From an optimization exercise on the open Yosys and OpenROAD flow, aimed at small area; shortcuts taken in it are not production practice. Function was checked by simulation only, so behaviour that the tests miss may differ from the original. No driver is modelled on the clock port, so clock power and skew are understated where the tree is cut down; a real chip needs a root buffer or a tree. Power is estimated from default activity; no workload was simulated.

==> design.v <==
`timescale 1ns/1ps
package sadPkg;
        localparam int ApbAddrWidth = 8;
        localparam int ApbDataWidth = 32;
        localparam int FrameIndexWidth = 8;
        localparam int NumElems = 16;
        typedef logic [ApbAddrWidth-1:0] apbAddrT;
        typedef logic [ApbDataWidth-1:0] apbDataT;
        typedef logic [FrameIndexWidth-1:0] frameIndexT;
        typedef enum logic [1:0] {
                kindNone         = 2'd0,
                kindFrameLoad    = 2'd1,
                kindFrameCompute = 2'd2,
                kindWindowLoad   = 2'd3
        } loadKindT;
        localparam apbAddrT AddrCmd = 8'h00;
        localparam apbAddrT AddrElem = 8'h04;
        localparam apbAddrT AddrCount = 8'h08;
        localparam apbAddrT AddrLast = 8'h0C;
        localparam apbAddrT AddrBest = 8'h10;
        localparam apbAddrT AddrBestIdx = 8'h14;
endpackage
`timescale 1ns/1ps
module sadApbControl #(
        parameter int ElemWidth = 8
) (
        input  logic Clk,
        input  logic rst,
        input  logic psel,
        input  logic penable,
        input  logic pwrite,
        input  sadPkg::apbAddrT paddr,
        input  sadPkg::apbDataT pwdata,
        output sadPkg::apbDataT prdata,
        input  logic [ElemWidth+3:0] lastSad,
        input  logic [ElemWidth+3:0] bestSad,
        input  sadPkg::frameIndexT bestIdx,
        input  sadPkg::frameIndexT resultCount,
        output logic elemTransfer,
        output logic elemWrite,
        output logic windowLoad,
        output logic computeStart,
        output logic countWrite,
        output logic [3:0] stagePtr
);
        logic wrEn;
        logic cmdWrite;
        assign wrEn = psel & penable & pwrite;
        assign elemTransfer = psel && pwrite && (paddr == sadPkg::AddrElem);
        assign cmdWrite = wrEn && (paddr == sadPkg::AddrCmd);
        assign elemWrite = elemTransfer && penable;
        assign countWrite = wrEn && (paddr == sadPkg::AddrCount);
        assign windowLoad = cmdWrite && (pwdata[1:0] == sadPkg::kindWindowLoad);
        assign computeStart = cmdWrite && (pwdata[1:0] == sadPkg::kindFrameCompute);
        always_ff @(posedge Clk) begin
                if (rst) begin
                        stagePtr <= '0;
                end else if (cmdWrite) begin
                        stagePtr <= '0;
                end else if (elemWrite) begin
                        stagePtr <= stagePtr + 1'b1;
                end
        end
        always_comb begin
                case (paddr)
                        sadPkg::AddrCount: prdata = sadPkg::ApbDataWidth'(resultCount);
                        sadPkg::AddrLast: prdata = sadPkg::ApbDataWidth'(lastSad);
                        sadPkg::AddrBest: prdata = sadPkg::ApbDataWidth'(bestSad);
                        sadPkg::AddrBestIdx: prdata = sadPkg::ApbDataWidth'(bestIdx);
                        default: prdata = '0;
                endcase
        end
endmodule
`timescale 1ns/1ps
module sadVectorCapture #(
        parameter int ElemWidth = 8
) (
        input  logic Clk,
        input  logic rst,
        input  logic elemTransfer,
        input  logic elemWrite,
        input  logic [3:0] stagePtr,
        input  logic [ElemWidth-1:0] elemData,
        input  logic windowLoad,
        input  logic [1:0] lane,
        input  logic idle,
        output logic [1:0] phase,
        output logic [ElemWidth-1:0] stageElem,
        output logic [ElemWidth-1:0] windowElem
);
        logic [ElemWidth-1:0] stageMem [16];
        logic [ElemWidth-1:0] windowMem [16];
        logic [ElemWidth-1:0] heldData;
        logic [1:0] heldAge;
        logic [3:0] heldPtr;
        logic copyWait;
        logic copying;
        logic busWrite;
        logic heldWrite;
        logic [1:0] insLane;
        logic [ElemWidth-1:0] insData;
        always_ff @(posedge Clk) begin
                if (rst) begin
                        phase <= '0;
                end else begin
                        phase <= phase + 1'b1;
                end
        end
        always_ff @(posedge Clk) begin
                if (elemWrite) begin
                        heldData <= elemData;
                end
                heldAge <= {heldAge[0], elemWrite};
        end
        assign heldPtr = stagePtr - 1'b1;
        assign busWrite = elemTransfer && (stagePtr[1:0] == phase);
        assign heldWrite = (|heldAge) && (heldPtr[1:0] == phase);
        assign insLane = busWrite ? stagePtr[3:2] : heldPtr[3:2];
        assign insData = busWrite ? elemData : heldData;
        always_ff @(posedge Clk) begin
                if (rst) begin
                        copyWait <= 1'b0;
                        copying <= 1'b0;
                end else begin
                        copyWait <= (windowLoad || copyWait) && (phase != 2'd3);
                        if (phase == 2'd3) begin
                                copying <= windowLoad || copyWait;
                        end
                end
        end
        always_ff @(posedge Clk) begin
                for (int j = 0; j < 3; j++) begin
                        for (int l = 0; l < 4; l++) begin
                                stageMem[4*j + l] <= stageMem[4*(j + 1) + l];
                                windowMem[4*j + l] <= windowMem[4*(j + 1) + l];
                        end
                end
                for (int l = 0; l < 4; l++) begin
                        if ((busWrite || heldWrite) && (insLane == l)) begin
                                stageMem[12 + l] <= insData;
                        end else begin
                                stageMem[12 + l] <= stageMem[l];
                        end
                        if (copying) begin
                                windowMem[12 + l] <= stageMem[l];
                        end else begin
                                windowMem[12 + l] <= windowMem[l];
                        end
                end
        end
        assign stageElem = stageMem[lane];
        assign windowElem = (copying || idle) ? stageMem[lane] : windowMem[lane];
endmodule
`timescale 1ns/1ps
module sadDiffTree #(
        parameter int ElemWidth = 8
) (
        input  logic [ElemWidth-1:0] windowElem,
        input  logic [ElemWidth-1:0] stageElem,
        input  logic [ElemWidth+3:0] sumIn,
        output logic [ElemWidth+3:0] sumOut
);
        logic [ElemWidth-1:0] d;
        logic gt;
        logic [ElemWidth-1:0] mag;
        assign {gt, d} = {1'b0, windowElem} + {1'b0, ~stageElem};
        assign mag = d ^ {ElemWidth{~gt}};
        assign sumOut = sumIn + {4'd0, mag} + {{(ElemWidth+3){1'b0}}, gt};
endmodule
`timescale 1ns/1ps
module sadBestTracker #(
        parameter int ElemWidth = 8
) (
        input  logic Clk,
        input  logic rst,
        input  logic computeStart,
        input  logic clearBest,
        input  logic [ElemWidth+3:0] sumNext,
        input  logic [1:0] phase,
        output logic [1:0] lane,
        output logic idle,
        output logic [ElemWidth+3:0] lastSad,
        output logic [ElemWidth+3:0] bestSad,
        output sadPkg::frameIndexT bestIdx,
        output sadPkg::frameIndexT resultCount
);
        logic armed;
        logic busy;
        logic turnEnd;
        logic go;
        logic finish;
        assign turnEnd = (phase == 2'd3);
        assign go = (computeStart || armed) && turnEnd;
        assign idle = !busy;
        always_ff @(posedge Clk) begin
                if (rst) begin
                        armed <= 1'b0;
                        busy <= 1'b0;
                        finish <= 1'b0;
                        lane <= '0;
                end else begin
                        armed <= (computeStart || armed) && !turnEnd;
                        busy <= go || (busy && !(turnEnd && (lane == 2'd3)));
                        finish <= busy && turnEnd && (lane == 2'd3);
                        lane <= lane + 2'(busy && turnEnd);
                end
        end
        always_ff @(posedge Clk) begin
                if (rst || computeStart) begin
                        lastSad <= '0;
                end else begin
                        lastSad <= sumNext;
                end
        end
        always_ff @(posedge Clk) begin
                if (rst) begin
                        bestSad <= '1;
                        bestIdx <= '0;
                        resultCount <= '0;
                end else if (clearBest) begin
                        bestSad <= '1;
                        bestIdx <= '0;
                        resultCount <= '0;
                end else begin
                        resultCount <= resultCount + 8'(finish);
                        if (finish && (lastSad < bestSad)) begin
                                bestSad <= lastSad;
                                bestIdx <= resultCount;
                        end
                end
        end
endmodule
`timescale 1ns/1ps
module sadEngineTop #(
        parameter int ElemWidth = 8
) (
        input  logic Clk,
        input  logic rst,
        input  logic psel,
        input  logic penable,
        input  logic pwrite,
        input  sadPkg::apbAddrT paddr,
        input  sadPkg::apbDataT pwdata,
        output sadPkg::apbDataT prdata
);
        localparam int SumWidth = ElemWidth + 4;
        logic elemTransfer;
        logic elemWrite;
        logic windowLoad;
        logic computeStart;
        logic countWrite;
        logic [3:0] stagePtr;
        logic [1:0] lane;
        logic [1:0] phase;
        logic idle;
        logic [ElemWidth-1:0] stageElem;
        logic [ElemWidth-1:0] windowElem;
        logic [SumWidth-1:0] sumNext;
        logic [SumWidth-1:0] lastSad;
        logic [SumWidth-1:0] bestSad;
        sadPkg::frameIndexT bestIdx;
        sadPkg::frameIndexT resultCount;
        sadApbControl #(.ElemWidth(ElemWidth)) uControl (
                .Clk(Clk), .rst(rst),
                .psel(psel), .penable(penable), .pwrite(pwrite),
                .paddr(paddr), .pwdata(pwdata), .prdata(prdata),
                .lastSad(lastSad), .bestSad(bestSad),
                .bestIdx(bestIdx), .resultCount(resultCount),
                .elemTransfer(elemTransfer), .elemWrite(elemWrite),
                .windowLoad(windowLoad), .computeStart(computeStart),
                .countWrite(countWrite), .stagePtr(stagePtr)
        );
        sadVectorCapture #(.ElemWidth(ElemWidth)) uCapture (
                .Clk(Clk), .rst(rst),
                .elemTransfer(elemTransfer), .elemWrite(elemWrite),
                .stagePtr(stagePtr), .elemData(pwdata[ElemWidth-1:0]),
                .windowLoad(windowLoad),
                .lane(lane), .idle(idle), .phase(phase),
                .stageElem(stageElem), .windowElem(windowElem)
        );
        sadDiffTree #(.ElemWidth(ElemWidth)) uDiffTree (
                .windowElem(windowElem), .stageElem(stageElem),
                .sumIn(lastSad), .sumOut(sumNext)
        );
        sadBestTracker #(.ElemWidth(ElemWidth)) uTracker (
                .Clk(Clk), .rst(rst),
                .computeStart(computeStart), .clearBest(countWrite),
                .sumNext(sumNext), .phase(phase), .lane(lane), .idle(idle),
                .lastSad(lastSad), .bestSad(bestSad),
                .bestIdx(bestIdx), .resultCount(resultCount)
        );
endmodule
==> flow/run.sh <==
#!/bin/bash
# Own layout flow: the standard flow, with the synthesis's ABC technology
# mapping run on flow/abc.script instead of ORFS's speed script. Everything
# else (registers, flattening, renaming, floorplan to finish) is the standard.
# Each step's full output goes to a log file of its own in the work folder.
set -euo pipefail
W=$PWD

# The standard synthesis script, with the abc command taking our mapping script
{
  cat <<EOT
proc abc {args} {
  set i [lsearch -exact \$args -script]
  if {\$i >= 0} { set args [lreplace \$args \$i [expr {\$i + 1}] -script $W/flow/abc.script] }
  yosys abc {*}\$args
}
EOT
  cat "$W/synth_recipe.tcl"
} > "$W/flow_synth.tcl"

make -C "$FLOW_HOME" DESIGN_CONFIG="$W/config.mk" WORK_HOME="$W/orfs" CLKGATE_MAP_FILE= \
  SYNTH_SCRIPT="$W/flow_synth.tcl" synth > "$W/synth.log" 2>&1

# Floorplan to finish as the standard flow does it; writes out/final.def.
# Clock tree: the standard clustering, without dummy loads.
export CTS_ARGS="-sink_clustering_enable -repair_clock_nets -sink_clustering_size 32 -sink_clustering_max_diameter 100 -distance_between_buffers 400 -branching_point_buffers_distance 400 -buf_list sky130_fd_sc_hd__clkbuf_16 -dont_use_dummy_load"
# Constant outputs: keep synthesis's single tie cell rather than one per port
export SKIP_REPAIR_TIE_FANOUT=1
# Port buffers: the smallest buffer cell, one per port as the standard flow
export BUFFER_PORTS_ARGS="-buffer_cell sky130_fd_sc_hd__buf_1"
bash "$W/standard.sh" cts > "$W/layout_cts.log" 2>&1

# Clock tree: drop the middle level, so the root buffer drives the leaf
# buffers directly (the port still drives only the root)
CLKTRIM_DB="$W/orfs/results/sky130hd/sadEngineTop/base/4_cts.odb" \
  openroad -no_init -exit "$W/flow/clock_trim.tcl" > "$W/clock_trim.log" 2>&1

# Routing to finish
bash "$W/standard.sh" > "$W/layout.log" 2>&1
==> flow/abc.script <==
strash
&get -n
&st
&dch -f
&nf -R 1000 -p -a
&put
topo
stime -c
==> flow/clock_trim.tcl <==
# Remove the clock tree's middle level: the root buffer then drives the leaf
# buffers directly. Reads and rewrites the odb named by env CLKTRIM_DB.
read_db $::env(CLKTRIM_DB)
set block [ord::get_db_block]
set port_net [$block findNet Clk]
# Root buffer: the one clock buffer the port drives
set root ""
foreach it [$port_net getITerms] {
  if {[$it isInputSignal] || [[$it getMTerm] getIoType] eq "INPUT"} {
    set inst [$it getInst]
    if {[string match "*clkbuf*" [[$inst getMaster] getName]]} { set root $inst }
  }
}
if {$root eq ""} { puts "clock_trim: no root buffer"; exit 0 }
set root_out [[$root findITerm X] getNet]
puts "clock_trim: root [$root getName] drives [$root_out getName]"
set removed 0
foreach it [$root_out getITerms] {
  set inst [$it getInst]
  if {$inst eq $root} { continue }
  if {![string match "*clkbuf*" [[$inst getMaster] getName]]} { continue }
  set mid_out [[$inst findITerm X] getNet]
  # only a middle buffer: all its loads are clock buffers
  set ok 1
  foreach l [$mid_out getITerms] {
    set li [$l getInst]
    if {$li eq $inst} { continue }
    if {![string match "*clkbuf*" [[$li getMaster] getName]]} { set ok 0 }
  }
  if {!$ok} { continue }
  set loads {}
  foreach l [$mid_out getITerms] {
    if {[$l getInst] ne $inst} { lappend loads $l }
  }
  foreach l $loads {
    $l disconnect
    $l connect $root_out
  }
  $it disconnect
  [$inst findITerm X] disconnect
  puts "clock_trim: removed [$inst getName], moved [llength $loads] loads"
  odb::dbInst_destroy $inst
  odb::dbNet_destroy $mid_out
  incr removed
}
puts "clock_trim: removed $removed buffers"
write_db $::env(CLKTRIM_DB)
==> standard.sh <==
#!/bin/bash
# synth_recipe.tcl (not shown) runs the flow's synth.tcl, then flattens the netlist and writes it again
# the make line also repeats each setting of config.mk as NAME=value (left out here)
make -C /OpenROAD-flow-scripts/flow DESIGN_CONFIG=/design/flow/config.mk WORK_HOME=/design/flow/orfs CLKGATE_MAP_FILE= SYNTH_SCRIPT=/design/flow/synth_recipe.tcl "${@:-finish}"
==> config.mk <==
export PLATFORM = sky130hd
export DESIGN_NAME = sadEngineTop
export DESIGN_NICKNAME = sadEngineTop
export VERILOG_FILES = /design/flow/design.v
export SDC_FILE = /design/flow/constraint.sdc
export NUM_CORES = 4
export LEC_CHECK = 0
export CAP_MARGIN = 20
export CORE_MARGIN = 2
export CORE_UTILIZATION = 40
export CTS_BUF_LIST = sky130_fd_sc_hd__clkbuf_16
export CTS_CLUSTER_DIAMETER = 120
export CTS_CLUSTER_SIZE = 30
export PLACE_DENSITY = 0.7
export SLEW_MARGIN = 20
==> constraint.sdc <==
create_clock -name core_clock -period 5.0 [get_ports {Clk}]
set_input_delay 1.0000 -clock core_clock [delete_from_list [all_inputs] [get_ports {Clk}]]
set_output_delay 1.0000 -clock core_clock [all_outputs]
set_load 0.01 [all_outputs]
==> out/qor_table.md, run 1 <==
| Group | Parameter | Reported |
|:---|:---|:---|
| global route | GR peak layer | met2 |
| timing | Relative slew slack | 0.441 |
| placement | Number of buffers inserted by port buffering | 32 |
| power and ir drop | Leakage power summed over all cells | 4.26 nW |
| yosys | Top cell type by total area after synthesis | dfxtp_1 |
| global route | Number of antenna violations at the first check in global routing | 0 |
| routing | Via Count | 5724 |
| global route | Total global-route track usage | 0.136 |
| cts | Clk slew on worst S/H paths | 0.12 ns |
| global route | Met1 track demand over resource in global routing | 0.186 |
| hold path | Min-delay worst type | reg -> reg |
| timing | Worst setup skew after layout | 0.0186 ns |
| timing | Clock period minus worst slack | 4.49 ns |
| placement | Cell area after placement | 10300 um^2 |
| yosys | Synthesis-stage register bit count | 319 |
| timing | Period utilization | 0.899 |
| global route | GRT met2 Usage | 0.214 |
| yosys | Leading cell type by number of instances after synthesis | dfxtp_1 |
| global route | Pin count of the biggest net entering global routing | 40 |
| timing | Number of hold violations in the final report | 0 |
| power and ir drop | Areal power density over the cells | 349 nW/um^2 |
| timing | Actual transition at the worst max-transition pin | 0.837 ns |
| cts | Number of instances resized during post-cts repair | 0 |
| yosys | Main area contributors after synthesis | dfxtp_1, ha_1, nand2_1 |
| yosys | Fraction of the yosys area taken by sequential cells | 0.662 |
| layout | Share of final-layout standard cells stronger than drive strength 1 | 0.0424 |
| placement | RD Place Congestion | 0.821 |
| timing | Max Slew Vio Count | 0 |
| worst setup path | Worst setup path category | reg -> reg |
| die | Die outline height | 160 um |
| layout | Final nets | 954 |
| timing | Total negative slack | 0 ns |
| yosys | Cell area after synthesis | 9770 um^2 |
| routing | Detailed-route DRC error count | 0 |
| worst setup path | Slowest stage cell on the critical path | fa_1 |
| layout | ANT cells | 0 |
| job | Maxcap violations | 0 |
| worst setup path | Max incr delay on CP | 0.42 ns |
| yosys | Top FF cell, synth | dfxtp_1 |
| worst setup path | Cell breakdown of the critical path | nor2b_2 > a22o_1 > a221oi_2 > o21ai_0 > ha_1 > fa_1 > nand3_1 > nand2_1 > a41oi_1 > nand2_1 > o21ai_0 > clkinv_1 > fa_1 > nand3_1 > nand2_1 > a21o_1 > a21oi_1 > o21ai_0 > nand3_1 > xor2_1 > nor2_1 |
| worst setup path | Data required time at the worst endpoint | 5.31 ns |
| die | Boundary Pins | 77 |
| worst setup path | Crit path arrival time | 4.80 ns |
| routing | Detailed router's first-iteration violation count | 389 |
| global route | Vias in the first global route | 5435 |
| cts | Buffers inserted by post-CTS timing repair | 0 |
| die | Core area | 24200 um^2 |
| routing | WL per Instance | 14.1 um |
| yosys | Yosys synthesis warning count | 5 |
| timing | Achievable frequency | 0.222 GHz |
| yosys | Most frequent cells after synthesis | dfxtp_1, nand2_1, nor2_1, o21ai_0, a21oi_1 |
| worst setup path | Maximum net fanout on the critical path | 10 |
| yosys | Synth Instances | 831 |
| routing | Overall routed net length | 16.9 mm |
| routing | Vias per inst | 4.79 |
| die | Die width | 160 um |
| timing | Number of setup violations in the final report | 0 |
| layout | Area grow syn2layout | 8.40% |
| die | Standard-cell row count | 57 |
| yosys | Async set or reset register ratio after synthesis | 0 |
| worst setup path | Category of the worst setup path launch point | flip-flop |
| layout | Filler cell count in the final layout | 2242 |
| cts | Clock Latency Late Sink | 0.43 ns |
| status | Status | complete, no violations |
| die | Initial core utilization | 0.404 |
| routing | First-pass detailed-route iteration total | 5 |
| layout | End-of-flow core utilization | 0.438 |
| routing | Post-detailed-route count of antenna-violating nets | 0 |
| worst setup path | Category of the worst setup path capture point | flip-flop |
| yosys | Mapped Nets | 911 |
| timing | Setup repair after global routing missed its margin | false |
| worst setup path | FF-to-FF setup slack | 0.51 ns |
| cts | Hold buffer count at CTS | 0 |
| yosys | Yosys cell types | 42 |
| cts | CTS Sinks | 319 |
| placement | DPL Wire Length | 11.3 mm |
| global route | Wire length of the first global-routing pass | 27.8 mm |
| power and ir drop | Overall power of the completed layout | 0.00369 W |
| yosys | Count of flip-flops with a built-in enable after synthesis | 8 |
| global route | Sum of overflow across all layers after global routing | 0 |
| global route | Met3 capacity usage during global routing | 0.0322 |
| yosys | Average instance area after synthesis | 11.8 um^2 |
| power and ir drop | Peak supply drop | 0.000281 V |
| die | Area enclosed by the die boundary | 25700 um^2 |
| yosys | Top-area cell type share of the netlist area | 0.637 |
| layout | Area of all placed cells without fillers | 10600 um^2 |
[path summary, 6_finish.rpt]
kind                                         startpoint                       to  depth (start not counted)
worst max-delay path                   uTracker.lane[1]     uTracker.lastSad[10]                         21
worst min-delay path            uCapture.stageMem[6][1]  uCapture.stageMem[2][1]                          0
worst max register to register         uTracker.lane[1]     uTracker.lastSad[10]                         21
worst min register to register  uCapture.stageMem[6][1]  uCapture.stageMem[2][1]                          0
[per-stage QoR]
| stage | setup WS [ns] | hold WS (ns) | instances |
|---|---|---|---|
| floorplan | 0.0520 | 0.310 | 831 |
| global placement | 0.298 | 0.310 | 1185 |
| detailed placement | 0.218 | 0.312 | 1185 |
| CTS | 0.177 | 0.315 | 1198 |
| global route | 0.0634 | 0.339 | 1196 |
| finish | 0.506 | 0.328 | 1196 |
[state kept, by name, indices dropped and copies added (netlist names), 2 cells and up]
name	count
uCapture.heldAge	2
uControl.stagePtr	4
uTracker.lane	2
uCapture.windowMem	128
uCapture.phase	2
uCapture.stageMem	128
uTracker.bestSad	12
uTracker.resultCount	8
uTracker.lastSad	12
uCapture.heldData	8
uTracker.bestIdx	8
[cells in the final DEF, fill, tap and decap left out, types with 3 or more instances in the layout]
cell | synthesis | final
dfxtp_1 | 311 | 311
nand2_1 | 105 | 104
nor2_1 | 52 | 52
o21ai_0 | 52 | 52
a21oi_1 | 47 | 47
ha_1 | 33 | 33
mux2_1 | 32 | 32
buf_1 | 0 | 32
clkinv_1 | 22 | 22
xnor2_1 | 21 | 21
buf_4 | 20 | 18
xor2_1 | 15 | 15
a222oi_1 | 14 | 14
a22o_1 | 13 | 13
clkbuf_16 | 0 | 11
nand3_1 | 10 | 10
mux2i_1 | 10 | 10
edfxtp_1 | 8 | 8
and2_0 | 6 | 6
a221oi_1 | 8 | 6
nor3_1 | 8 | 5
a21o_1 | 5 | 5
nor2b_1 | 6 | 4
nor3_2 | 0 | 3
a31oi_1 | 3 | 3
a211oi_1 | 3 | 3
[layer usage]
metal | up-vias | wire length [um]
li1 | 2916 | -
met4 | 0 | 356
met2 | 93 | 7480
met5 | - | 0
met1 | 2693 | 8420
met3 | 22 | 644
[area by class of cell]
class,count,area (um^2),area share
Inverter,22,82.6,0.00780
Clock buffer,11,275,0.0260
Tap cell,324,405,0.0383
Sequential cell,319,6470,0.611
Multi-Input combinational cell,470,3100,0.293
Timing Repair Buffer,50,255,0.0241
[critical path: cells and delay by family (launching register included)]
| kind | cells | cell delay (ns) |
|---|---|---|
| compound gates | 8 | 1.74 |
| fa+ha+maj | 3 | 1.06 |
| simple gates | 8 | 0.91 |
| flops | 1 | 0.37 |
| xor+xnor | 1 | 0.15 |
| buf+inv | 1 | 0.14 |
[logic make-up after synthesis]
group,Yosys count,synth area share
AO/OA/AOI/OAI,155,0.100
XOR/XNOR,36,0.0323
AND/OR/NAND/NOR,201,0.0876
adder cells (fa/ha/maj),35,0.0464
multiplexers,42,0.0471
flip-flops,319,0.662
other,1,0.000384
buffers and inverters,42,0.0238
[power by group]
| part | internal [W] | switching (W) | total [W] | leakage [nW] |
|---|---|---|---|---|
| logic | 0.0000137 | 0.0000317 | 0.0000454 | 1.55 |
| registers | 0.00255 | 0.00000294 | 0.00256 | 2.58 |
| clock network | 0.000401 | 0.000691 | 0.00109 | 0.136 |
| total | 0.00297 | 0.000725 | 0.00369 | 4.26 |
==> run 2: changes to the inputs <==
--- a/flow/run.sh
+++ b/flow/run.sh
@@ -24,5 +24,5 @@
 # Floorplan to finish as the standard flow does it; writes out/final.def.
 # Clock tree: the standard clustering, without dummy loads.
-export CTS_ARGS="-sink_clustering_enable -repair_clock_nets -sink_clustering_size 32 -sink_clustering_max_diameter 100 -distance_between_buffers 400 -branching_point_buffers_distance 400 -buf_list sky130_fd_sc_hd__clkbuf_16 -dont_use_dummy_load"
+export CTS_ARGS="-sink_clustering_enable -repair_clock_nets -sink_clustering_size 32 -sink_clustering_max_diameter 80 -distance_between_buffers 400 -branching_point_buffers_distance 400 -buf_list sky130_fd_sc_hd__clkbuf_16 -dont_use_dummy_load"
 # Constant outputs: keep synthesis's single tie cell rather than one per port
 export SKIP_REPAIR_TIE_FANOUT=1
--- a/config.mk
+++ b/config.mk
@@ -12,4 +12,3 @@
 export CTS_CLUSTER_DIAMETER = 120
 export CTS_CLUSTER_SIZE = 30
-export PLACE_DENSITY = 0.7
 export SLEW_MARGIN = 20
==> out/qor_table.md, run 2 <==
| Group | Parameter | Reported |
|:---|:---|:---|
| timing | Max Slew Vio Count | 0 |
| layout | Largest registers in the final layout | uCapture.stageMem (128), uCapture.windowMem (128) |
| yosys | Average instance area after synthesis | 11.8 um^2 |
| timing | Relative slew slack | 0.413 |
| worst setup path | Data required time at the worst endpoint | 5.28 ns |
| timing | Clock period minus worst slack | 4.58 ns |
| placement | DPL Wire Length | 11.4 mm |
| layout | Most common library cell in the layout ignoring fill and taps | dfxtp_1 |
| global route | Vias in the first global route | 5344 |
| die | Initial core utilization | 0.404 |
| global route | Number of antenna violations at the first check in global routing | 0 |
| timing | Total negative slack | 0 ns |
| timing | Worst setup skew after layout | 0.0409 ns |
| worst setup path | Slowest stage cell on the critical path | fa_1 |
| routing | First-pass detailed-route iteration total | 5 |
| cts | Hold buffer count at CTS | 0 |
| layout | Area grow syn2layout | 9.31% |
| die | Core area | 24200 um^2 |
| routing | Post-detailed-route count of antenna-violating nets | 0 |
| worst setup path | Worst setup path category | reg -> reg |
| die | Die outline height | 160 um |
| yosys | Synthesis-stage register bit count | 319 |
| global route | Wire length of the first global-routing pass | 27.7 mm |
| timing | Period utilization | 0.915 |
| yosys | Top-area cell type share of the netlist area | 0.637 |
| layout | Filler cell count in the final layout | 2284 |
| cts | Clock Latency Late Sink | 0.45 ns |
| cts | CTS Sinks | 319 |
| yosys | Most frequent cells after synthesis | dfxtp_1, nand2_1, nor2_1, o21ai_0, a21oi_1 |
| power and ir drop | Peak supply drop | 0.000251 V |
| worst setup path | Category of the worst setup path launch point | flip-flop |
| worst setup path | Crit path arrival time | 4.86 ns |
| timing | Achievable frequency | 0.218 GHz |
| yosys | Async set or reset register ratio after synthesis | 0 |
| routing | Overall routed net length | 17.1 mm |
| layout | ANT cells | 0 |
| yosys | Leading cell type by number of instances after synthesis | dfxtp_1 |
| worst setup path | Maximum net fanout on the critical path | 7 |
| placement | Number of cells after detailed placement | 1185 |
| power and ir drop | Leakage power summed over all cells | 4.30 nW |
| global route | Sum of overflow across all layers after global routing | 0 |
| yosys | Top cell type by total area after synthesis | dfxtp_1 |
| die | Die width | 160 um |
| placement | Number of buffers inserted by port buffering | 32 |
| yosys | Cell area after synthesis | 9770 um^2 |
| routing | Via Count | 5654 |
| worst setup path | Cell breakdown of the critical path | and2_1 > buf_4 > a222oi_1 > nand2_1 > nand2_1 > o21ai_0 > ha_1 > fa_1 > nand3_1 > nand2_1 > a41oi_1 > buf_4 > nand2_1 > o21ai_0 > clkinv_1 > fa_1 > nand3_1 > nand2_1 > a21o_1 > a21oi_2 > o21ai_1 > nand3_1 > xor2_1 > nor2_1 |
| power and ir drop | Areal power density over the cells | 354 nW/um^2 |
| timing | Setup repair after global routing missed its margin | false |
| layout | Final nets | 958 |
| routing | WL per Instance | 14.2 um |
| yosys | Yosys synthesis warning count | 5 |
| routing | Detailed router's first-iteration violation count | 383 |
| worst setup path | Category of the worst setup path capture point | flip-flop |
| yosys | Count of flip-flops with a built-in enable after synthesis | 8 |
| routing | Detailed-route DRC error count | 0 |
| layout | Fin cells | 1200 |
| timing | Actual transition at the worst max-transition pin | 0.879 ns |
| die | Area enclosed by the die boundary | 25700 um^2 |
| status | Status | complete, no violations |
| timing | Number of setup violations in the final report | 0 |
| job | Maxcap violations | 0 |
| yosys | Synth Instances | 831 |
| global route | Total global-route track usage | 0.139 |
| worst setup path | Library cell appearing most often on the critical path | nand2_1 |
| yosys | Mapped Nets | 911 |
| yosys | Main area contributors after synthesis | dfxtp_1, ha_1, nand2_1 |
| placement | RD Place Congestion | 0.753 |
| yosys | Top FF cell, synth | dfxtp_1 |
| layout | Most frequent cells in the layout | dfxtp_1, nand2_1, nor2_1, o21ai_0, a21oi_1 |
| die | Boundary Pins | 77 |
| die | Standard-cell row count | 57 |
| global route | Pin count of the biggest net entering global routing | 40 |
| yosys | Yosys cell types | 42 |
| timing | Number of hold violations in the final report | 0 |
| hold path | Min-delay worst type | reg -> reg |
| worst setup path | Max incr delay on CP | 0.43 ns |
| cts | Clk slew on worst S/H paths | 0.11 ns |
| layout | Share of final-layout standard cells stronger than drive strength 1 | 0.0514 |
| routing | Vias per inst | 4.71 |
| yosys | Fraction of the yosys area taken by sequential cells | 0.662 |
==> run 2: final cells by class <==
| cell class | instances | area (um^2) | area share |
|---|---|---|---|
| tap | 324 | 405 | 0.0380 |
| multi-input combinational | 470 | 3130 | 0.293 |
| sequential | 319 | 6470 | 0.606 |
| inverter | 22 | 82.6 | 0.00773 |
| clock buffer | 13 | 325 | 0.0305 |
| timing repair buffer | 52 | 270 | 0.0253 |
==> run 2: worst paths after layout <==
| kind | cells past startpoint | slack (ns) | start | endpoint |
|---|---|---|---|---|
| setup reg to reg | 24 | 0.42 | uTracker.lane[1] | uTracker.lastSad[10] |
| setup / recovery | 24 | 0.42 | uTracker.lane[1] | uTracker.lastSad[10] |
| hold reg to reg | 0 | 0.29 | uCapture.stageMem[4][0] | uCapture.stageMem[0][0] |
| hold / removal | 0 | 0.29 | uCapture.stageMem[4][0] | uCapture.stageMem[0][0] |
==> run 2: through the flow <==
step	util	setup slack (ns)	instance area (um^2)	total power (W)	hold slack, ns
global route	0.442	0.0165	10700	0.00391	0.288
floorplan	-	0.0520	9770	0.00265	0.310
global placement	0.426	0.137	10300	0.00266	0.310
CTS	0.441	0.0259	10700	0.00392	0.285
finish	0.442	0.423	10700	0.00378	0.290
detailed placement	0.426	0.108	10300	0.00266	0.312
==> run 2: kinds of logic after synthesis <==
family / after synthesis / share of synthesized area
flops: 319 / 0.662
xor+xnor: 36 / 0.0323
mux: 42 / 0.0471
other cells: 1 / 0.000384
fa+ha+maj: 35 / 0.0464
simple gates: 201 / 0.0876
compound gates: 155 / 0.100
buf+inv: 42 / 0.0238
==> run 2: repair_timing <==
| action | in CTS | in global routing |
|---|---|---|
| setup endpoints to repair | 1 | 3 |
| buffers inserted | 0 | 2 |
| resized for setup | 1 | 11 |
==> run 2: critical path: cells and delay by family, from the launching register on <==
kind,cells,cell delay [ns]
AND/OR/NAND/NOR,10,1.07
buffers and inverters,3,0.51
adder cells (fa/ha/maj),3,1.07
AO/OA/AOI/OAI,7,1.23
flip-flops,1,0.40
XOR/XNOR,1,0.15
==> run 2: report_power, final <==
group	internal, W	total (W)	switching (W)
Clock	0.000467	0.00118	0.000711
Combinational	0.0000138	0.0000453	0.0000315
Sequential	0.00255	0.00256	0.00000288
==> run 2: layer usage <==
layer	wire [um]	vias to the layer above	GRT usage
met3	502	17	0.0345
li1	-	2933	-
met4	289	0	0.0545
met1	8690	2648	0.188
met2	7600	56	0.214
met5	0	-	0
==> run 3: changes to the inputs <==
--- a/flow/run.sh
+++ b/flow/run.sh
@@ -24,5 +24,5 @@
 # Floorplan to finish as the standard flow does it; writes out/final.def.
 # Clock tree: the standard clustering, without dummy loads.
-export CTS_ARGS="-sink_clustering_enable -repair_clock_nets -sink_clustering_size 32 -sink_clustering_max_diameter 80 -distance_between_buffers 400 -branching_point_buffers_distance 400 -buf_list sky130_fd_sc_hd__clkbuf_16 -dont_use_dummy_load"
+export CTS_ARGS="-sink_clustering_enable -repair_clock_nets -sink_clustering_size 32 -sink_clustering_max_diameter 90 -distance_between_buffers 400 -branching_point_buffers_distance 400 -buf_list sky130_fd_sc_hd__clkbuf_16 -dont_use_dummy_load"
 # Constant outputs: keep synthesis's single tie cell rather than one per port
 export SKIP_REPAIR_TIE_FANOUT=1
==> out/qor_table.md, run 3 <==
| Group | Parameter | Reported |
|:---|:---|:---|
| routing | Detailed-route DRC error count | 0 |
| timing | Total negative slack | 0 ns |
| worst setup path | Category of the worst setup path launch point | flip-flop |
| yosys | Top cell type by total area after synthesis | dfxtp_1 |
| timing | Worst setup skew after layout | 0.0290 ns |
| timing | Actual transition at the worst max-transition pin | 0.876 ns |
| yosys | Count of flip-flops with a built-in enable after synthesis | 8 |
| yosys | Most frequent cells after synthesis | dfxtp_1, nand2_1, nor2_1, o21ai_0, a21oi_1 |
| worst setup path | Count of buffer and inverter cells on the critical path | 3 |
| status | Status | complete, no violations |
| die | Boundary Pins | 77 |
| worst setup path | Delay-heaviest family, CP | compound AO/OA/AOI/OAI gates |
| die | Standard-cell row count | 57 |
| global route | Pin count of the biggest net entering global routing | 40 |
| timing | Number of hold violations in the final report | 0 |
| worst setup path | Max incr delay on CP | 0.43 ns |
| timing | Number of setup violations in the final report | 0 |
| worst setup path | Slowest stage cell on the critical path | fa_1 |
| cts | Clock Latency Late Sink | 0.43 ns |
| hold path | Min-delay worst type | reg -> reg |
| routing | Overall routed net length | 16.9 mm |
| placement | RD Place Congestion | 0.753 |
| global route | Number of antenna violations at the first check in global routing | 0 |
| worst setup path | Crit path arrival time | 4.86 ns |
| yosys | Top FF cell, synth | dfxtp_1 |
| die | Initial core utilization | 0.404 |
| yosys | Fraction of the yosys area taken by sequential cells | 0.662 |
| timing | Period utilization | 0.911 |
| timing | Achievable frequency | 0.220 GHz |
| yosys | Yosys synthesis warning count | 5 |
| yosys | Top-area cell type share of the netlist area | 0.637 |
| routing | Via Count | 5631 |
| yosys | Cell area after synthesis | 9770 um^2 |
| timing | Setup repair after global routing missed its margin | false |
| cts | Clk slew on worst S/H paths | 0.11 ns |
| die | Die width | 160 um |
| global route | Vias in the first global route | 5364 |
| layout | Area grow syn2layout | 8.96% |
| yosys | Async set or reset register ratio after synthesis | 0 |
| die | Core area | 24200 um^2 |
| yosys | Mapped Nets | 911 |
| yosys | Synth Instances | 831 |
| global route | Sum of overflow across all layers after global routing | 0 |
| layout | Filler cell count in the final layout | 2290 |
| timing | Final hold slack | 0.299 ns |
| power and ir drop | Areal power density over the cells | 350 nW/um^2 |
| routing | First-pass detailed-route iteration total | 6 |
| yosys | Leading cell type by number of instances after synthesis | dfxtp_1 |
| placement | Worst slack after detailed placement | 0.108 ns |
| yosys | Average instance area after synthesis | 11.8 um^2 |
| yosys | Main area contributors after synthesis | dfxtp_1, ha_1, nand2_1 |
| power and ir drop | Leakage power summed over all cells | 4.28 nW |
| routing | Vias per inst | 4.70 |
| power and ir drop | Peak supply drop | 0.000312 V |
| timing | Max Slew Vio Count | 0 |
| global route | Wire length of the first global-routing pass | 27.5 mm |
| job | Maxcap violations | 0 |
| timing | Clock period minus worst slack | 4.55 ns |
| yosys | Synthesis-stage register bit count | 319 |
| layout | Most frequent cells in the layout | dfxtp_1, nand2_1, nor2_1, o21ai_0, a21oi_1 |
| worst setup path | Library cell appearing most often on the critical path | nand2_1 |
| worst setup path | Cell breakdown of the critical path | and2_1 > buf_4 > a222oi_1 > nand2_1 > nand2_1 > o21ai_0 > ha_1 > fa_1 > nand3_1 > nand2_1 > a41oi_1 > buf_4 > nand2_1 > o21ai_0 > clkinv_1 > fa_1 > nand3_1 > nand2_1 > a21o_1 > a21oi_1 > o21ai_1 > nand3_1 > xor2_1 > nor2_1 |
| layout | Final nets | 957 |
| worst setup path | Maximum net fanout on the critical path | 7 |
| routing | WL per Instance | 14.1 um |
| die | Die outline height | 160 um |
| worst setup path | Worst setup path category | reg -> reg |
| layout | Most common library cell in the layout ignoring fill and taps | dfxtp_1 |
| routing | Detailed router's first-iteration violation count | 346 |
| timing | Relative slew slack | 0.414 |
| yosys | Yosys cell types | 42 |
| global route | Total global-route track usage | 0.136 |
| die | Area enclosed by the die boundary | 25700 um^2 |
| layout | Largest registers in the final layout | uCapture.stageMem (128), uCapture.windowMem (128) |
| timing | PnR worst setup slack | 0.445 ns |
| routing | Post-detailed-route count of antenna-violating nets | 0 |
| layout | Share of final-layout standard cells stronger than drive strength 1 | 0.0480 |
| layout | ANT cells | 0 |
| worst setup path | Data required time at the worst endpoint | 5.31 ns |
| cts | CTS Sinks | 319 |
| cts | Hold buffer count at CTS | 0 |
| placement | DPL Wire Length | 11.4 mm |
| worst setup path | Category of the worst setup path capture point | flip-flop |
| placement | Number of buffers inserted by port buffering | 32 |
-- run 3: report_power, final --
group | total [W] | switching (W) | internal, W
Clock | 0.00113 | 0.000694 | 0.000434
Combinational | 0.0000453 | 0.0000315 | 0.0000138
Sequential | 0.00256 | 0.00000287 | 0.00255
Total | 0.00373 | 0.000728 | 0.00300
-- run 3: layer usage --
| metal | vias up | routed length (um) | global-route usage |
|---|---|---|---|
| met1 | 2623 | 8540 | 0.186 |
| met5 | - | 0 | 0 |
| met4 | 0 | 308 | 0.0467 |
| met2 | 56 | 7550 | 0.212 |
| met3 | 18 | 487 | 0.0340 |
| li1 | 2934 | - | - |
-- run 3: kinds of logic (layout without fill, tap and decap cells) --
logic type                 count (synthesis)  after routing  synth area share
other                                      1              1          0.000384
AOI/OAI and AO/OA                        155            155             0.100
xor gates and xnor gates                  36             36            0.0323
muxes                                     42             42            0.0471
and+or+nand+nor                          201            201            0.0876
buffers and inverters                     42             86            0.0238
DFF                                      319            319             0.662
adders and majority gates                 35             35            0.0464
-- run 3: area by class of cell --
type	count	area, um^2	share of cell area
Sequential cell	319	6470	0.608
Tap cell	324	405	0.0381
Clock buffer	12	300	0.0282
Timing Repair Buffer	52	270	0.0254
Multi-Input combinational cell	470	3120	0.293
Inverter	22	82.6	0.00776
-- run 3: worst reg2reg max path: cells and delay by family, from the launching register on --
| kind | cells | cell delay, ns |
|---|---|---|
| compound gates | 7 | 1.25 |
| xor+xnor | 1 | 0.15 |
| fa+ha+maj | 3 | 1.06 |
| buf+inv | 3 | 0.51 |
| flops | 1 | 0.38 |
| simple gates | 10 | 1.08 |
-- run 3: final timing paths --
path                                   from                   endpoint  slack [ns]  depth (start not counted)
setup / recovery           uTracker.lane[0]       uTracker.lastSad[10]        0.45                         24
hold reg to reg   uCapture.windowMem[14][0]  uCapture.windowMem[10][0]        0.30                          0
setup reg to reg           uTracker.lane[0]       uTracker.lastSad[10]        0.45                         24
hold / removal    uCapture.windowMem[14][0]  uCapture.windowMem[10][0]        0.30                          0
-- run 3: timing repair --
item | in CTS | in global routing
buffers inserted | 0 | 2
resized for setup | 0 | 9
endpoints found under the setup margin | 0 | 3
-- run 3: metrics by stage --
| stage | std cells | total power, W | cell area (um^2) | util |
|---|---|---|---|---|
| after floorplan | 831 | 0.00265 | 9770 | - |
| after global routing | 1199 | 0.00387 | 10600 | 0.440 |
| after CTS | 1199 | 0.00387 | 10600 | 0.440 |
| final | 1199 | 0.00373 | 10600 | 0.440 |
| after detailed placement | 1185 | 0.00266 | 10300 | 0.426 |
| after global placement | 1185 | 0.00266 | 10300 | 0.426 |
==> run 4: changes to the inputs <==
==> flow/run.sh (replaced) <==
#!/bin/bash
# Own layout flow: the standard flow (standard.sh, ORFS) with these changes:
# * synthesis is the standard script, but ABC maps the logic with
#   flow/abc.script (area-oriented) instead of ORFS's speed script; the
#   registers, flattening and renaming are untouched;
# * clock tree: clusters of up to 32 flip-flops within 100 um, clkbuf_16
#   only, no dummy loads, and the tree's middle level removed afterwards;
# * the constant outputs share synthesis's single tie cell;
# * port buffers use the smallest buffer cell (one per port, as standard).
# Each step's full output goes to a log file of its own in the work folder.
set -euo pipefail
W=$PWD

# The standard synthesis script, with the abc command taking our mapping script
{
  cat <<EOT
proc abc {args} {
  set i [lsearch -exact \$args -script]
  if {\$i >= 0} { set args [lreplace \$args \$i [expr {\$i + 1}] -script $W/flow/abc.script] }
  yosys abc {*}\$args
}
EOT
  cat "$W/synth_recipe.tcl"
} > "$W/flow_synth.tcl"

make -C "$FLOW_HOME" DESIGN_CONFIG="$W/config.mk" WORK_HOME="$W/orfs" CLKGATE_MAP_FILE= \
  SYNTH_SCRIPT="$W/flow_synth.tcl" synth > "$W/synth.log" 2>&1

# Floorplan, placement and clock tree as the standard flow does them, with
# the settings above
export CTS_ARGS="-sink_clustering_enable -repair_clock_nets -sink_clustering_size 32 -sink_clustering_max_diameter 100 -distance_between_buffers 400 -branching_point_buffers_distance 400 -buf_list sky130_fd_sc_hd__clkbuf_16 -dont_use_dummy_load"
export SKIP_REPAIR_TIE_FANOUT=1
export BUFFER_PORTS_ARGS="-buffer_cell sky130_fd_sc_hd__buf_1"
bash "$W/standard.sh" cts > "$W/layout_cts.log" 2>&1

# Clock tree: drop the middle level, so the root buffer drives the leaf
# buffers directly (the port still drives only the root)
CLKTRIM_DB="$W/orfs/results/sky130hd/sadEngineTop/base/4_cts.odb" \
  openroad -no_init -exit "$W/flow/clock_trim.tcl" > "$W/clock_trim.log" 2>&1

# Routing to finish; standard.sh writes out/final.def
bash "$W/standard.sh" > "$W/layout.log" 2>&1
==> flow/abc.script (replaced) <==
strash
&get -n
&st
&dch -f
&nf -R 1000 -p -a -F 8 -A 4
&put
topo
stime -c
--- a/config.mk
+++ b/config.mk
@@ -12,3 +12,4 @@
 export CTS_CLUSTER_DIAMETER = 120
 export CTS_CLUSTER_SIZE = 30
+export PLACE_DENSITY = 0.7
 export SLEW_MARGIN = 20
==> out/qor_table.md, run 4 <==
| Group | Parameter | Reported |
|:---|:---|:---|
| yosys | Leading cell type by number of instances after synthesis | dfxtp_1 |
| timing | Actual transition at the worst max-transition pin | 0.939 ns |
| layout | Area of combinational cells with multiple inputs | 3100 um^2 |
| power and ir drop | Overall power of the completed layout | 0.00368 W |
| worst setup path | Data required time at the worst endpoint | 5.30 ns |
| yosys | Top-area cell type share of the netlist area | 0.637 |
| global route | Wire length of the first global-routing pass | 27.8 mm |
| timing | Period utilization | 0.919 |
| layout | Most common library cell in the layout ignoring fill and taps | dfxtp_1 |
| worst setup path | Worst setup path category | reg -> reg |
| timing | Setup repair after global routing missed its margin | false |
| routing | DRT met1 WL | 8.25 mm |
| power and ir drop | Peak supply drop | 0.000256 V |
| yosys | Synthesis-stage register bit count | 319 |
| layout | FF+latch area | 6470 um^2 |
| routing | Detailed router's first-iteration violation count | 368 |
| cts | Clock Latency Late Sink | 0.43 ns |
| die | Standard-cell row count | 57 |
| global route | Pin count of the biggest net entering global routing | 34 |
| global route | Total global-route track usage | 0.137 |
| worst setup path | Crit path arrival time | 4.90 ns |
| timing | Relative slew slack | 0.372 |
| yosys | Count of flip-flops with a built-in enable after synthesis | 8 |
| worst setup path | Maximum net fanout on the critical path | 11 |
| timing | Total negative slack | 0 ns |
| hold path | Hold Path Origin | uCapture.stageMem[12][1] |
| layout | Most frequent cells in the layout | dfxtp_1, nand2_1, nor2_1, a21oi_1, o21ai_0 |
| placement | DPL Wire Length | 11.4 mm |
| routing | Post-detailed-route count of antenna-violating nets | 0 |
| worst setup path | Category of the worst setup path launch point | flip-flop |
| global route | Sum of overflow across all layers after global routing | 0 |
| hold path | Min-delay worst type | reg -> reg |
| cts | Hold buffer count at CTS | 0 |
| die | Die outline height | 160 um |
| status | Status | complete, no violations |
| yosys | Average instance area after synthesis | 11.9 um^2 |
| routing | Via Count | 5591 |
| die | Area enclosed by the die boundary | 25700 um^2 |
| yosys | Yosys cell types | 40 |
| layout | Area grow syn2layout | 8.23% |
| routing | WL met2 | 7.85 mm |
| yosys | Cell area after synthesis | 9770 um^2 |
| die | Initial core utilization | 0.404 |
| routing | Detailed-route DRC error count | 0 |
| yosys | Fraction of the yosys area taken by sequential cells | 0.662 |
| timing | Worst setup skew after layout | 0.0217 ns |
| layout | Final nets | 946 |
| routing | Detailed-routed wire length on met3 | 611 um |
| worst setup path | Category of the worst setup path capture point | flip-flop |
| routing | First-pass detailed-route iteration total | 5 |
| placement | RD Place Congestion | 0.761 |
| routing | Vias per inst | 4.71 |
| job | Maxcap violations | 0 |
| die | Core area | 24200 um^2 |
| die | Boundary Pins | 77 |
| worst setup path | Worst Setup SP | uTracker.lane[1] |
| hold path | Cell depth of the worst hold path | 0 |
| yosys | Most frequent cells after synthesis | dfxtp_1, nand2_1, nor2_1 |
| yosys | Top FF cell, synth | dfxtp_1 |
| placement | Number of buffers inserted by port buffering | 32 |
| layout | End-of-flow core utilization | 0.438 |
| timing | Number of hold violations in the final report | 0 |
| placement | Cell area after placement | 10300 um^2 |
| cts | Buffers inserted by post-CTS timing repair | 0 |
| timing | Max Slew Vio Count | 0 |
| global route | Number of antenna violations at the first check in global routing | 0 |
| yosys | Mapped Nets | 904 |
| power and ir drop | Areal power density over the cells | 348 nW/um^2 |
| timing | Number of setup violations in the final report | 0 |
| layout | Filler cell count in the final layout | 2225 |
| yosys | Async set or reset register ratio after synthesis | 0 |
| cts | CTS Sinks | 319 |
| layout | Area of all placed cells without fillers | 10600 um^2 |
| worst setup path | CP endpoint | uTracker.lastSad[10] |
| routing | Overall routed net length | 16.9 mm |
| layout | Share of final-layout standard cells stronger than drive strength 1 | 0.0394 |
| layout | Fin cells | 1188 |
| layout | ANT cells | 0 |
| layout | Largest registers in the final layout | uCapture.stageMem (128), uCapture.windowMem (128) |
| placement | Number of cells after detailed placement | 1177 |
| power and ir drop | Leakage power summed over all cells | 4.36 nW |
| yosys | Synth Instances | 824 |
| yosys | Yosys synthesis warning count | 5 |
| worst setup path | Worst r2r path cells | 19 |
| worst setup path | Origin of the critical flop-to-flop path | uTracker.lane[1] |
| timing | Clock period minus worst slack | 4.60 ns |
| worst setup path | FF-to-FF setup slack | 0.40 ns |
| yosys | Main area contributors after synthesis | dfxtp_1, ha_1, nand2_1 |
| global route | Vias in the first global route | 5557 |
| routing | WL per Instance | 14.2 um |
| die | Die width | 160 um |
| worst setup path | Reg-to-Reg End | uTracker.lastSad[10] |
| timing | Achievable frequency | 0.218 GHz |
| routing | Top Layer Used | met4 |
| yosys | Top cell type by total area after synthesis | dfxtp_1 |
| cts | Clk slew on worst S/H paths | 0.12 ns |
==> run 4: cell count changes in the layout (fill, tap and decap cells not counted), sizes merged, moves of 2 or more <==
| cell | before | now |
|---|---|---|
| mux2i | 10 | 21 |
| o21ai | 52 | 41 |
| nand2 | 105 | 98 |
| buf | 52 | 49 |
| nor2 | 52 | 55 |
| a21oi | 47 | 49 |
| nand3 | 10 | 12 |
| xnor2 | 21 | 23 |
| xor2 | 15 | 13 |
==> run 4: power by group <==
| group | total, W | switching [W] | internal, W |
|---|---|---|---|
| clock network | 0.00108 | 0.000678 | 0.000401 |
| registers | 0.00256 | 0.00000321 | 0.00255 |
| logic | 0.0000444 | 0.0000308 | 0.0000136 |
==> run 4: kinds of logic (layout without fill, tap and decap cells) <==
| kind of cell | Yosys count | count (layout) | synth area share |
|---|---|---|---|
| xor gates and xnor gates | 36 | 36 | 0.0323 |
| other | 1 | 1 | 0.000384 |
| muxes | 53 | 53 | 0.0584 |
| and+or+nand+nor | 196 | 196 | 0.0846 |
| AOI/OAI and AO/OA | 142 | 142 | 0.0926 |
| buffers and inverters | 42 | 82 | 0.0238 |
| adders and majority gates | 35 | 35 | 0.0463 |
| DFF | 319 | 319 | 0.662 |
==> run 4: area by class of cell <==
class	instances	share of cell area
Multi-Input combinational cell	463	0.293
Sequential cell	319	0.611
Inverter	22	0.00781
Timing Repair Buffer	49	0.0234
Clock buffer	11	0.0260
Tap cell	324	0.0383
==> run 4: critical path: stages, from the launching register on <==
cell      delay, ns
dfxtp_1        0.37
nor2_1         0.70
buf_4          0.28
a221oi_1       0.12
o21ai_0        0.23
ha_1           0.33
a21oi_1        0.24
o21ai_0        0.10
a21oi_1        0.17
buf_4          0.21
xor2_1         0.12
fa_1           0.45
nand3_1        0.10
nand2_1        0.09
a21o_1         0.20
a21oi_1        0.22
o21ai_0        0.21
nand3_1        0.14
xor2_1         0.16
nor2_1         0.05
==> run 4: how the worst min path moves through the flow <==
stage | end | slack (ns)
after CTS | uCapture.stageMem[9][1] | 0.32
after floorplan | uCapture.stageMem[0][0] | 0.31
after detailed placement | uCapture.stageMem[0][2] | 0.31
final | uCapture.stageMem[8][1] | 0.33
after global placement | uCapture.stageMem[1][2] | 0.31
after global routing | uCapture.stageMem[8][1] | 0.34
==> run 4: metal layers <==
metal / GRT usage / vias up
li1: - / 2890
met1: 0.183 / 2619
met2: 0.224 / 64
met3: 0.0323 / 18
met4: 0.0373 / 0
met5: 0 / -
==> run 4: repair_timing <==
action,4_1_cts,5_1_grt
endpoints found under the setup margin,0,1
endpoints found under the hold margin,0,0
resized for setup,0,1
==> run 4: metrics by stage <==
| step | setup slack [ns] | hold WS, ns |
|---|---|---|
| after detailed placement | 0.211 | 0.312 |
| after floorplan | 0.171 | 0.310 |
| final | 0.404 | 0.330 |
| after global placement | 0.319 | 0.310 |
| after global routing | 0.0658 | 0.338 |
| after CTS | 0.162 | 0.325 |
==> run 5: changes to the inputs <==
==> flow/abc.script (replaced) <==
strash
&get -n
&st
&dch -f
&nf -R 1000 -p -a
&put
topo
stime -c
==> out/qor_table.md, run 5 <==
| Group | Parameter | Reported |
|:---|:---|:---|
| cts | Clock Latency Late Sink | 0.43 ns |
| timing | Total negative slack | 0 ns |
| yosys | Fraction of the yosys area taken by sequential cells | 0.662 |
| yosys | Adder and majority gate portion of the synthesized area | 0.0464 |
| die | Initial core utilization | 0.404 |
| timing | Relative slew slack | 0.441 |
| status | Status | complete, no violations |
| yosys | Async set or reset register ratio after synthesis | 0 |
| job | Maxcap violations | 0 |
| routing | Via Count | 5724 |
| cts | Number of instances resized during post-cts repair | 0 |
| yosys | Average instance area after synthesis | 11.8 um^2 |
| global route | Number of antenna violations at the first check in global routing | 0 |
| cts | CTS Sinks | 319 |
| placement | RD Place Congestion | 0.821 |
| power and ir drop | Leakage power summed over all cells | 4.26 nW |
| yosys | Top cell type by total area after synthesis | dfxtp_1 |
| worst setup path | Category of the worst setup path capture point | flip-flop |
| routing | Detailed-route DRC error count | 0 |
| power and ir drop | Areal power density over the cells | 349 nW/um^2 |
| layout | Filler cell count in the final layout | 2242 |
| yosys | Main combinational cell family by area after synthesis | compound AO/OA/AOI/OAI gates |
| yosys | Cell area after synthesis | 9770 um^2 |
| yosys | Yosys synthesis warning count | 5 |
| placement | Worst slack after detailed placement | 0.218 ns |
| global route | Wire length of the first global-routing pass | 27.8 mm |
| worst setup path | Crit path arrival time | 4.80 ns |
| worst setup path | Data required time at the worst endpoint | 5.31 ns |
| yosys | Main area contributors after synthesis | dfxtp_1, ha_1, nand2_1 |
| timing | PnR worst setup slack | 0.506 ns |
| yosys | Synth Instances | 831 |
| hold path | Min-delay worst type | reg -> reg |
| routing | Post-detailed-route count of antenna-violating nets | 0 |
| layout | ANT cells | 0 |
| yosys | Simple-gate share of the synthesized area | 0.0876 |
| routing | Detailed router's first-iteration violation count | 389 |
| yosys | Mapped Nets | 911 |
| layout | Largest registers in the final layout | uCapture.stageMem (128), uCapture.windowMem (128) |
| layout | Area of combinational cells with multiple inputs | 3100 um^2 |
| placement | DPL Wire Length | 11.3 mm |
| timing | Period utilization | 0.899 |
| layout | Area grow syn2layout | 8.40% |
| cts | Buffers inserted by post-CTS timing repair | 0 |
| worst setup path | Category of the worst setup path launch point | flip-flop |
| routing | First-pass detailed-route iteration total | 5 |
| yosys | Count of flip-flops with a built-in enable after synthesis | 8 |
| timing | Number of hold violations in the final report | 0 |
| yosys | Leading cell type by number of instances after synthesis | dfxtp_1 |
| timing | Clock period minus worst slack | 4.49 ns |
| placement | Number of buffers inserted by port buffering | 32 |
| global route | Vias in the first global route | 5435 |
| routing | Overall routed net length | 16.9 mm |
| yosys | Top FF cell, synth | dfxtp_1 |
| power and ir drop | Peak supply drop | 0.000281 V |
| layout | FF+latch area | 6470 um^2 |
| die | Core area | 24200 um^2 |
| timing | Setup repair after global routing missed its margin | false |
| global route | Total global-route track usage | 0.136 |
| yosys | Top-area cell type share of the netlist area | 0.637 |
| layout | Share of final-layout standard cells stronger than drive strength 1 | 0.0424 |
| worst setup path | Worst setup path category | reg -> reg |
| timing | Worst setup skew after layout | 0.0186 ns |
| die | Die outline height | 160 um |
| timing | Max Slew Vio Count | 0 |
| cts | Hold buffer count at CTS | 0 |
| layout | Final nets | 954 |
| yosys | Post-synthesis mux area share | 0.0471 |
| die | Die width | 160 um |
| yosys | Most frequent cells after synthesis | dfxtp_1, nand2_1, nor2_1, o21ai_0, a21oi_1 |
| yosys | Xor/xnor share of the synthesized area | 0.0323 |
| yosys | Synthesis-stage register bit count | 319 |
| yosys | Yosys cell types | 42 |
| die | Area enclosed by the die boundary | 25700 um^2 |
| power and ir drop | Overall power of the completed layout | 0.00369 W |
| yosys | Compound-cell area share of the yosys netlist | 0.100 |
| timing | Achievable frequency | 0.222 GHz |
| layout | Most common library cell in the layout ignoring fill and taps | dfxtp_1 |
| routing | WL per Instance | 14.1 um |
| global route | Pin count of the biggest net entering global routing | 40 |
| die | Standard-cell row count | 57 |
| cts | Clk slew on worst S/H paths | 0.12 ns |
| worst setup path | Maximum net fanout on the critical path | 10 |
| global route | Sum of overflow across all layers after global routing | 0 |
| routing | Vias per inst | 4.79 |
| layout | Most frequent cells in the layout | dfxtp_1, nand2_1, nor2_1, o21ai_0, a21oi_1 |
| timing | Number of setup violations in the final report | 0 |
| die | Boundary Pins | 77 |
| timing | Actual transition at the worst max-transition pin | 0.837 ns |
-- run 5: final timing paths --
path	start	to	slack, ns	cells after the start
worst max-delay path	uTracker.lane[1]	uTracker.lastSad[10]	0.51	21
worst min-delay path	uCapture.stageMem[6][1]	uCapture.stageMem[2][1]	0.33	0
worst max register to register	uTracker.lane[1]	uTracker.lastSad[10]	0.51	21
worst min register to register	uCapture.stageMem[6][1]	uCapture.stageMem[2][1]	0.33	0
-- run 5: where the power goes --
group          switching [W]  internal, W  total (W)
Combinational      0.0000317    0.0000137  0.0000454
Clock               0.000691     0.000401    0.00109
Sequential        0.00000294      0.00255    0.00256
Total               0.000725      0.00297    0.00369
-- run 5: cells by family after synthesis --
| kind of cell | after synthesis |
|---|---|
| flops | 319 |
| simple gates | 201 |
| compound gates | 155 |
| mux | 42 |
| buf+inv | 42 |
| xor+xnor | 36 |
| fa+ha+maj | 35 |
| other cells | 1 |
-- run 5: per-layer routing --
layer  share of wire  vias up  GRT usage
li1                -     2916          -
met1            0.50     2693      0.186
met2            0.44       93      0.214
met3           0.038       22     0.0322
met4           0.021        0     0.0446
met5               0        -          0
-- run 5: per-stage QoR --
stage	util	std cells	instance area, um^2	hold slack (ns)
floorplan	-	831	9770	0.310
global placement	0.426	1185	10300	0.310
detailed placement	0.426	1185	10300	0.312
CTS	0.439	1198	10600	0.315
global route	0.438	1196	10600	0.339
finish	0.438	1196	10600	0.328
-- run 5: layout make-up --
type / count / area share
repair buffers: 50 / 0.0241
clock buffers: 11 / 0.0260
inverters: 22 / 0.00780
flip-flops and latches: 319 / 0.611
well taps: 324 / 0.0383
multi-input cells: 470 / 0.293
-- run 5: worst max-delay path, stage by stage (launching register included) --
cell and delay (ns):
dfxtp_1 0.37, nor2b_2 0.26, a22o_1 0.27, a221oi_2 0.30
o21ai_0 0.14, ha_1 0.23, fa_1 0.41, nand3_1 0.10
nand2_1 0.10, a41oi_1 0.28, nand2_1 0.08, o21ai_0 0.15
clkinv_1 0.14, fa_1 0.42, nand3_1 0.10, nand2_1 0.09
a21o_1 0.20, a21oi_1 0.21, o21ai_0 0.19, nand3_1 0.13
xor2_1 0.15, nor2_1 0.05
==> run 6: changes to the inputs <==
==> flow/abc.script (replaced) <==
strash
balance
rewrite
refactor
balance
rewrite
rewrite -z
balance
refactor -z
rewrite -z
balance
&get -n
&st
&dch -f
&nf -R 1000 -p -a
&put
topo
stime -c
==> out/qor_table.md, run 6 <==
| Group | Parameter | Reported |
|:---|:---|:---|
| yosys | Top cell type by total area after synthesis | dfxtp_1 |
| routing | DRT met1 WL | 8.20 mm |
| layout | ANT cells | 0 |
| worst setup path | Worst setup path category | reg -> reg |
| worst setup path | Maximum net fanout on the critical path | 9 |
| worst setup path | FF-to-FF setup slack | 0.70 ns |
| worst setup path | Library cell appearing most often on the critical path | nand2_1 |
| global route | Vias in the first global route | 5431 |
| placement | RD Place Congestion | 0.766 |
| layout | Area grow syn2layout | 7.74% |
| routing | Via Count | 5660 |
| die | Boundary Pins | 77 |
| worst setup path | Cell breakdown of the critical path | and2_0 > buf_4 > a222oi_1 > nand2_1 > nand2_1 > o21ai_0 > ha_1 > fa_1 > nand3_1 > nand2_1 > a21oi_1 > nand2_1 > o21ai_0 > clkinv_1 > fa_1 > nand3_1 > nand2_1 > and2_0 > o21ai_0 > nand2b_1 > nand3_1 > nand2_1 > a41o_1 > nor2_1 |
| worst setup path | Worst Setup SP | uTracker.lane[0] |
| yosys | Fraction of the yosys area taken by sequential cells | 0.659 |
| worst setup path | Category of the worst setup path capture point | flip-flop |
| worst setup path | Max incr delay on CP | 0.43 ns |
| routing | Detailed router's first-iteration violation count | 379 |
| worst setup path | Crit path arrival time | 4.67 ns |
| layout | Share of final-layout standard cells stronger than drive strength 1 | 0.0300 |
| routing | Top Layer Used | met4 |
| yosys | Cell area after synthesis | 9810 um^2 |
| yosys | Async set or reset register ratio after synthesis | 0 |
| worst setup path | Count of buffer and inverter cells on the critical path | 2 |
| hold path | Min-delay worst type | reg -> reg |
| power and ir drop | Leakage power summed over all cells | 4.47 nW |
| timing | Total negative slack | 0 ns |
| die | Standard-cell row count | 57 |
| cts | Number of instances resized during post-cts repair | 0 |
| die | Die width | 161 um |
| status | Status | complete, no violations |
| placement | Number of buffers inserted by port buffering | 32 |
| layout | Most frequent cells in the layout | dfxtp_1, nand2_1, nor2_1, a21oi_1, ha_1 |
| cts | Clk slew on worst S/H paths | 0.12 ns |
| routing | Post-detailed-route count of antenna-violating nets | 0 |
| yosys | Mapped Nets | 911 |
| worst setup path | CP endpoint | uTracker.lastSad[10] |
| timing | Number of hold violations in the final report | 0 |
| hold path | Hold Path Origin | uCapture.stageMem[4][1] |
| die | Area enclosed by the die boundary | 25800 um^2 |
| layout | Largest registers in the final layout | uCapture.stageMem (128), uCapture.windowMem (128) |
| yosys | Main area contributors after synthesis | dfxtp_1, nand2_1, ha_1 |
| yosys | Average instance area after synthesis | 11.8 um^2 |
| worst setup path | Slowest stage cell on the critical path | fa_1 |
| worst setup path | Reg-to-Reg End | uTracker.lastSad[10] |
| timing | Achievable frequency | 0.233 GHz |
| routing | Vias per inst | 4.75 |
| power and ir drop | Peak supply drop | 0.000227 V |
| layout | Most common library cell in the layout ignoring fill and taps | dfxtp_1 |
| global route | Pin count of the biggest net entering global routing | 34 |
| timing | Period utilization | 0.860 |
| yosys | Synth Instances | 831 |
| yosys | Count of flip-flops with a built-in enable after synthesis | 8 |
| worst setup path | Delay-heaviest family, CP | simple AND/OR/NAND/NOR gates |
| cts | CTS Sinks | 319 |
| routing | WL met2 | 7.65 mm |
| timing | Actual transition at the worst max-transition pin | 0.779 ns |
| layout | Area of combinational cells with multiple inputs | 3140 um^2 |
| global route | Sum of overflow across all layers after global routing | 0 |
| global route | Total global-route track usage | 0.134 |
| die | Initial core utilization | 0.406 |
| layout | Filler cell count in the final layout | 2281 |
| routing | WL per Instance | 14.0 um |
| routing | Detailed-route DRC error count | 0 |
| worst setup path | Worst r2r path cells | 24 |
| routing | First-pass detailed-route iteration total | 5 |
| die | Core area | 24200 um^2 |
| die | Die outline height | 161 um |
| timing | Clock period minus worst slack | 4.30 ns |
| timing | Worst setup skew after layout | 0.0228 ns |
| placement | DPL Wire Length | 11.1 mm |
| worst setup path | Category of the worst setup path launch point | flip-flop |
| yosys | Synthesis-stage register bit count | 319 |
| yosys | Top-area cell type share of the netlist area | 0.634 |
| yosys | Leading cell type by number of instances after synthesis | dfxtp_1 |
| worst setup path | Origin of the critical flop-to-flop path | uTracker.lane[0] |
| worst setup path | Logic depth of the worst path, buffers included | 24 |
| global route | Number of antenna violations at the first check in global routing | 0 |
| yosys | Yosys cell types | 41 |
| worst setup path | Data required time at the worst endpoint | 5.37 ns |
| timing | Number of setup violations in the final report | 0 |
| layout | FF+latch area | 6470 um^2 |
| global route | Wire length of the first global-routing pass | 27.2 mm |
| routing | Detailed-routed wire length on met3 | 564 um |
| timing | Relative slew slack | 0.478 |
| timing | Max Slew Vio Count | 0 |
| cts | Buffers inserted by post-CTS timing repair | 0 |
| yosys | Yosys synthesis warning count | 5 |
| routing | Overall routed net length | 16.7 mm |
| cts | Hold buffer count at CTS | 0 |
| yosys | Most frequent cells after synthesis | dfxtp_1, nand2_1, nor2_1 |
| power and ir drop | Areal power density over the cells | 348 nW/um^2 |
| timing | Final hold slack | 0.330 ns |
| job | Maxcap violations | 0 |
| layout | Final nets | 950 |
| cts | Clock Latency Late Sink | 0.43 ns |
| yosys | Top FF cell, synth | dfxtp_1 |
| timing | Setup repair after global routing missed its margin | false |
## run 6: cell families after synthesis
kind of cell               Yosys count  synth area share
and+or+nand+nor                    226             0.100
xor gates and xnor gates            28            0.0250
AOI/OAI and AO/OA                  125            0.0816
muxes                               61            0.0663
DFF                                319             0.659
other                                1          0.000382
buffers and inverters               36            0.0214
adders and majority gates           35            0.0462
## run 6: worst register-to-register path: stages (launching register included)
cell	delay, ns
dfxtp_1	0.36
and2_0	0.18
buf_4	0.19
a222oi_1	0.35
nand2_1	0.09
nand2_1	0.06
o21ai_0	0.09
ha_1	0.22
fa_1	0.41
nand3_1	0.10
nand2_1	0.10
a21oi_1	0.19
nand2_1	0.07
o21ai_0	0.15
clkinv_1	0.15
fa_1	0.43
nand3_1	0.10
nand2_1	0.06
and2_0	0.17
o21ai_0	0.16
nand2b_1	0.11
nand3_1	0.09
nand2_1	0.10
a41o_1	0.25
nor2_1	0.07
## run 6: layout make-up
type	count	area share
sequential	319	0.612
multi-input combinational	476	0.297
clock buffer	11	0.0260
inverter	16	0.00568
tap	324	0.0383
timing repair buffer	46	0.0213
## run 6: power breakdown
group | switching, W | internal (W)
Sequential | 0.00000362 | 0.00256
Clock | 0.000679 | 0.000401
Combinational | 0.0000305 | 0.0000132
## run 6: worst min-delay path by stage
stage	end	slack, ns	cells past startpoint
floorplan	uCapture.stageMem[0][0]	0.31	0
global placement	uCapture.stageMem[10][4]	0.31	0
detailed placement	uCapture.stageMem[1][7]	0.31	0
CTS	uCapture.windowMem[0][2]	0.31	0
global route	uCapture.windowMem[4][7]	0.34	0
finish	uCapture.stageMem[0][1]	0.33	0
## run 6: routing by layer
layer | up-vias | global-route usage
met3 | 15 | 0.0333
li1 | 2909 | -
met5 | - | 0
met4 | 0 | 0.0418
met1 | 2672 | 0.175
met2 | 64 | 0.218
## run 6: metrics by stage
stage	instance area [um^2]	cells	utilization	worst slack, ns	power (W)
2_1_floorplan	9810	831	-	0.229	0.00265
3_3_place_gp	10300	1181	0.426	0.798	0.00266
6_report	10600	1192	0.437	0.700	0.00368
4_1_cts	10600	1194	0.439	0.688	0.00382
3_5_place_dp	10300	1181	0.426	0.710	0.00266
5_1_grt	10600	1192	0.437	0.301	0.00381

-- static timing again, ports no longer ideal --
The results above use ideal ports. As a check the final layouts listed here were re-extracted and re-timed, cells and wires unchanged.
Step 1 sets driving cells, clkbuf_16 on the clock port and buf_2 on the other inputs (assumed; they add their load-dependent delay and slew).
Step 2 times the ports against the registers' clock, not the clock port: input delays grow and output delays shrink by t, the midpoint of the rising clock arrivals with the driver on.
a / b / c = no drivers / after step 1 / after step 2; a / b = the first two.
run	t (ns)	setup slack, ns	worst setup path after step 2
run 1	0.461	0.506 / 0.506 / 0.506	register to register
run 2	0.479	0.423 / 0.423 / 0.423	register to register
run 3	0.460	0.445 / 0.445 / 0.445	register to register
run 4	0.456	0.404 / 0.404 / 0.404	register to register
run 5	0.461	0.506 / 0.506 / 0.506	register to register
run 6	0.458	0.700 / 0.700 / 0.700	register to register
After both steps every run listed still meets setup and hold.
